Background: an optimization exercise with open tools, aiming at small area, a short achievable clock period and few clock cycles per item. Do not read the settings as production practice.
At most, simulation tests tie the RTL to the original design; equivalence was not proved.
Power figures rest on the tool's default switching activity, not on a simulated workload.

==> flow/design.v (excerpt) <==
module execute_pipe #(
  parameter int WIDTH  = 64,
  parameter bit MUL_EN = 1'b1
) (
  input  logic             clock,
  input  logic             reset,
  input  logic             in_valid,
  input  logic [3:0]       icode,
  input  logic [3:0]       ifun,
  input  logic [WIDTH-1:0] valA,
  input  logic [WIDTH-1:0] valB,
  input  logic [WIDTH-1:0] valC,
  input  logic [3:0]       dstE,
  input  logic [3:0]       dstM,
  input  logic             m_exc,
  input  logic             stall,
  input  logic             bubble,
  output logic             busy,
  output logic             out_valid,
  output logic [3:0]       e_icode,
  output logic             e_cnd,
  output logic [WIDTH-1:0] e_valE,
  output logic [WIDTH-1:0] e_valA,
  output logic [3:0]       e_dstE,
  output logic [3:0]       e_dstM,
  output logic             zf,
  output logic             sf,
  output logic             of
);
For scale: roughly 360 I/O pins.
export LEC_CHECK = 0
export CAP_MARGIN = 20
export CORE_MARGIN = 2
export CORE_UTILIZATION = 55
export SLEW_MARGIN = 20
create_clock -name core_clock -period 7.0 [get_ports {clock}]
run.sh (not shown) runs the stock make flow with config.mk's settings and CLKGATE_MAP_FILE= SYNTH_SCRIPT=/design/flow/synth_recipe.tcl, a recipe that flattens the netlist after the stock synthesis.
Change:
==> flow/flow/run.sh (new file) <==
#!/bin/bash
# The standard layout, with plain buffers (buf_2) on the ports in place of the delay buffers
# buffer_ports picks by default. Each tool's full output is in orfs/logs; standard.sh's own
# output goes to standard.log.
set -euo pipefail
export BUFFER_PORTS_ARGS="-buffer_cell sky130_fd_sc_hd__buf_2"
bash standard.sh > standard.log 2>&1
==> flow/standard.sh (new file) <==
#!/bin/bash
# synth_recipe.tcl (not shown) runs the flow's synth.tcl, then flattens the netlist and writes it again
# the make line also repeats each setting of config.mk as NAME=value (left out here)
make -C /OpenROAD-flow-scripts/flow DESIGN_CONFIG=/design/flow/config.mk WORK_HOME=/design/flow/orfs CLKGATE_MAP_FILE= SYNTH_SCRIPT=/design/flow/synth_recipe.tcl "${@:-finish}"
Settings changed: CORE_UTILIZATION 55 to 35.
removed: flow/run.sh
What happened:
- fmax grows by 1.1%
- sequential power is about the same
- worst setup slack gains 0.070 ns
No run of this note included a check of the RTL's function; only the layout flow was run.

========
== run 1 ==
execute_pipe, a different RTL version from the one above (not shown whole).
Size in the first run: ~3800 cells after synthesis, ~360 I/O pins.
## execute_pipe
module execute_pipe #(
  parameter int WIDTH  = 64,
  parameter bit MUL_EN = 1'b1
) (
  input  logic             clock,
  input  logic             reset,
  input  logic             in_valid,
  input  logic [3:0]       icode,
  input  logic [3:0]       ifun,
  input  logic [WIDTH-1:0] valA,
  input  logic [WIDTH-1:0] valB,
  input  logic [WIDTH-1:0] valC,
  input  logic [3:0]       dstE,
  input  logic [3:0]       dstM,
  input  logic             m_exc,
  input  logic             stall,
  input  logic             bubble,
  output logic             busy,
  output logic             out_valid,
  output logic [3:0]       e_icode,
  output logic             e_cnd,
  output logic [WIDTH-1:0] e_valE,
  output logic [WIDTH-1:0] e_valA,
  output logic [3:0]       e_dstE,
  output logic [3:0]       e_dstM,
  output logic             zf,
  output logic             sf,
  output logic             of
);
  localparam int MUL_K = 5;
  localparam int STEPS = (WIDTH + MUL_K - 1) / MUL_K;
  localparam int CW    = $clog2(STEPS + 1);
  logic               cc_zf, cc_sf, cc_of;
  ...
Settings: LEC_CHECK=0, CAP_MARGIN=20, CORE_MARGIN=2, CORE_UTILIZATION=45, SETUP_SLACK_MARGIN=1.0, SLEW_MARGIN=20; clock period 7.0 ns.
standard.sh (not shown) runs the stock make flow with config.mk's settings and CLKGATE_MAP_FILE= SYNTH_SCRIPT=/design/flow/synth_recipe.tcl, a recipe that flattens the netlist after the stock synthesis.
==> flow/flow/run.sh <==
#!/bin/bash
# The standard layout, with plain buffers (buf_2) on the ports in place of the delay buffers
# buffer_ports picks by default. Each tool's full output is in orfs/logs; standard.sh's own
# output goes to standard.log.
set -euo pipefail
export BUFFER_PORTS_ARGS="-buffer_cell sky130_fd_sc_hd__buf_2"
bash standard.sh > standard.log 2>&1
Testbench counts of run 1, summed over its fixed seeds: cycles 31,668, items 16,000.
Modified inputs, run 2 compared to run 1
--- a/flow/config.mk
+++ b/flow/config.mk
@@ -10,2 +10,2 @@
-export CORE_UTILIZATION = 45
-export SETUP_SLACK_MARGIN = 1.0
+export CORE_UTILIZATION = 35
+export SETUP_SLACK_MARGIN = 1.2
==> comparison <==
Compare run 2 and run 1 | number of global-route vias before repair higher: run 1
Compared with run 1, run 2 shows routed wire length that has gone up by a few percent.
The clock network power share of run 2 and that of run 1 are within noise of each other.
Delta (run 2 minus run 1): maximum frequency down 1.6 MHz; share of flip-flops with an asynchronous set or reset did not really move; post-synthesis to final-layout area growth went up; fraction of met1 tracks used by global routing now smaller; relative slew slack picked up an extra 6.0 points.
Run 2 ends up with a die area that is about 28% higher than in run 1.
--- input diff run 2..run 3 ---
--- a/flow/config.mk
+++ b/flow/config.mk
@@ -11 +10,0 @@
-export SETUP_SLACK_MARGIN = 1.2
- u_mul.hi[60] as the last element of the critical path was reported by run 2, and cc_of by run 3.
- No run among run 2 and run 3 stopped early or left any final violation; all are clean.
- Diff run 2 -> run 3 | leakage power of the design | decrease of 0.40%
- Diff run 2 and run 3: maximum vdd ir drop lower in run 3
- Run 3 against run 2: total routed wire length on the met1 layer has increased; post-detailed-placement cell area has increased; via count of the routed design has increased; share of the final layout cell area in multi-input gates has decreased; amount of wire on met3 after detailed routing has increased.
- Run 3 reports a lower cell area than run 2 does.
Edits applied to the flow inputs when going from run 3 to run 4:
==> flow/flow/run.sh <==
#!/bin/bash
# The standard layout, with plain buffers (buf_1) on the ports in place of the delay buffers
# buffer_ports picks by default. Each tool's full output is in orfs/logs; standard.sh's own
# output goes to standard.log.
set -euo pipefail
export BUFFER_PORTS_ARGS="-buffer_cell sky130_fd_sc_hd__buf_1"
bash standard.sh > standard.log 2>&1
--- a/flow/config.mk
+++ b/flow/config.mk
@@ -10,0 +11 @@
+export SETUP_SLACK_MARGIN = 1.0
==> comparison <==
Run 4 ended with less total power than run 3.
On run 4: cell area is 220 um2 lower than what run 3 gave.
Run 4 — core utilization 0.26 points lower, run 3 as reference
Compare run 4 and run 3 | share of the clock period used by the worst path lower: run 4
Clock network contribution to total cell area of run 4 is on par with run 3.
From run 3 to run 4 the numbers moved as follows: post-detailed-route via-to-cell ratio down 1.5%; multiplexer share of the synthesized area closely matched the old numbers.
Relative to run 3, number of buffers outside the clock class in the layout has decreased by about 3% in run 4.
On number of instances on the worst hold path, run 4 tracks run 3 almost exactly.

[what the ideal ports hide]
No port has a modelled driver above. Below, the same layouts with a new extraction and two added sets of constraints. Step 1 assumes that a clkbuf_16 drives the clock port and a buf_2 every other input. Step 2 times the ports against the registers' clock, not the clock port: input delays grow and output delays shrink by t, the midpoint of the rising clock arrivals with the driver on. a / b / c = ideal ports / drivers / drivers and shift; a / b = the first two.
run	shift t [ns]	setup slack, ns	slew at the worst register clock pin (ns)	worst slew at a driven data input, ns
the first run of note 1	0.635	0.314 / 0.314 / 0.019	0.07 / 0.07	0.09
the second run of note 1	0.667	0.383 / 0.383 / 0.383	0.07 / 0.07	0.13
run 1	0.651	1.061 / 1.076 / 0.426	0.07 / 0.07	0.09
run 2	0.662	1.004 / 1.020 / 0.358	0.07 / 0.07	0.16
run 3	0.646	0.431 / 0.461 / -0.185	0.07 / 0.07	0.10
run 4	0.661	1.046 / 1.073 / 0.411	0.07 / 0.07	0.17
With both steps, setup timing fails in run 3, where it was met with ideal ports. The setup slack of run 2, which loses most, moves by +0.016 ns with the drivers and by -0.646 ns with both steps.
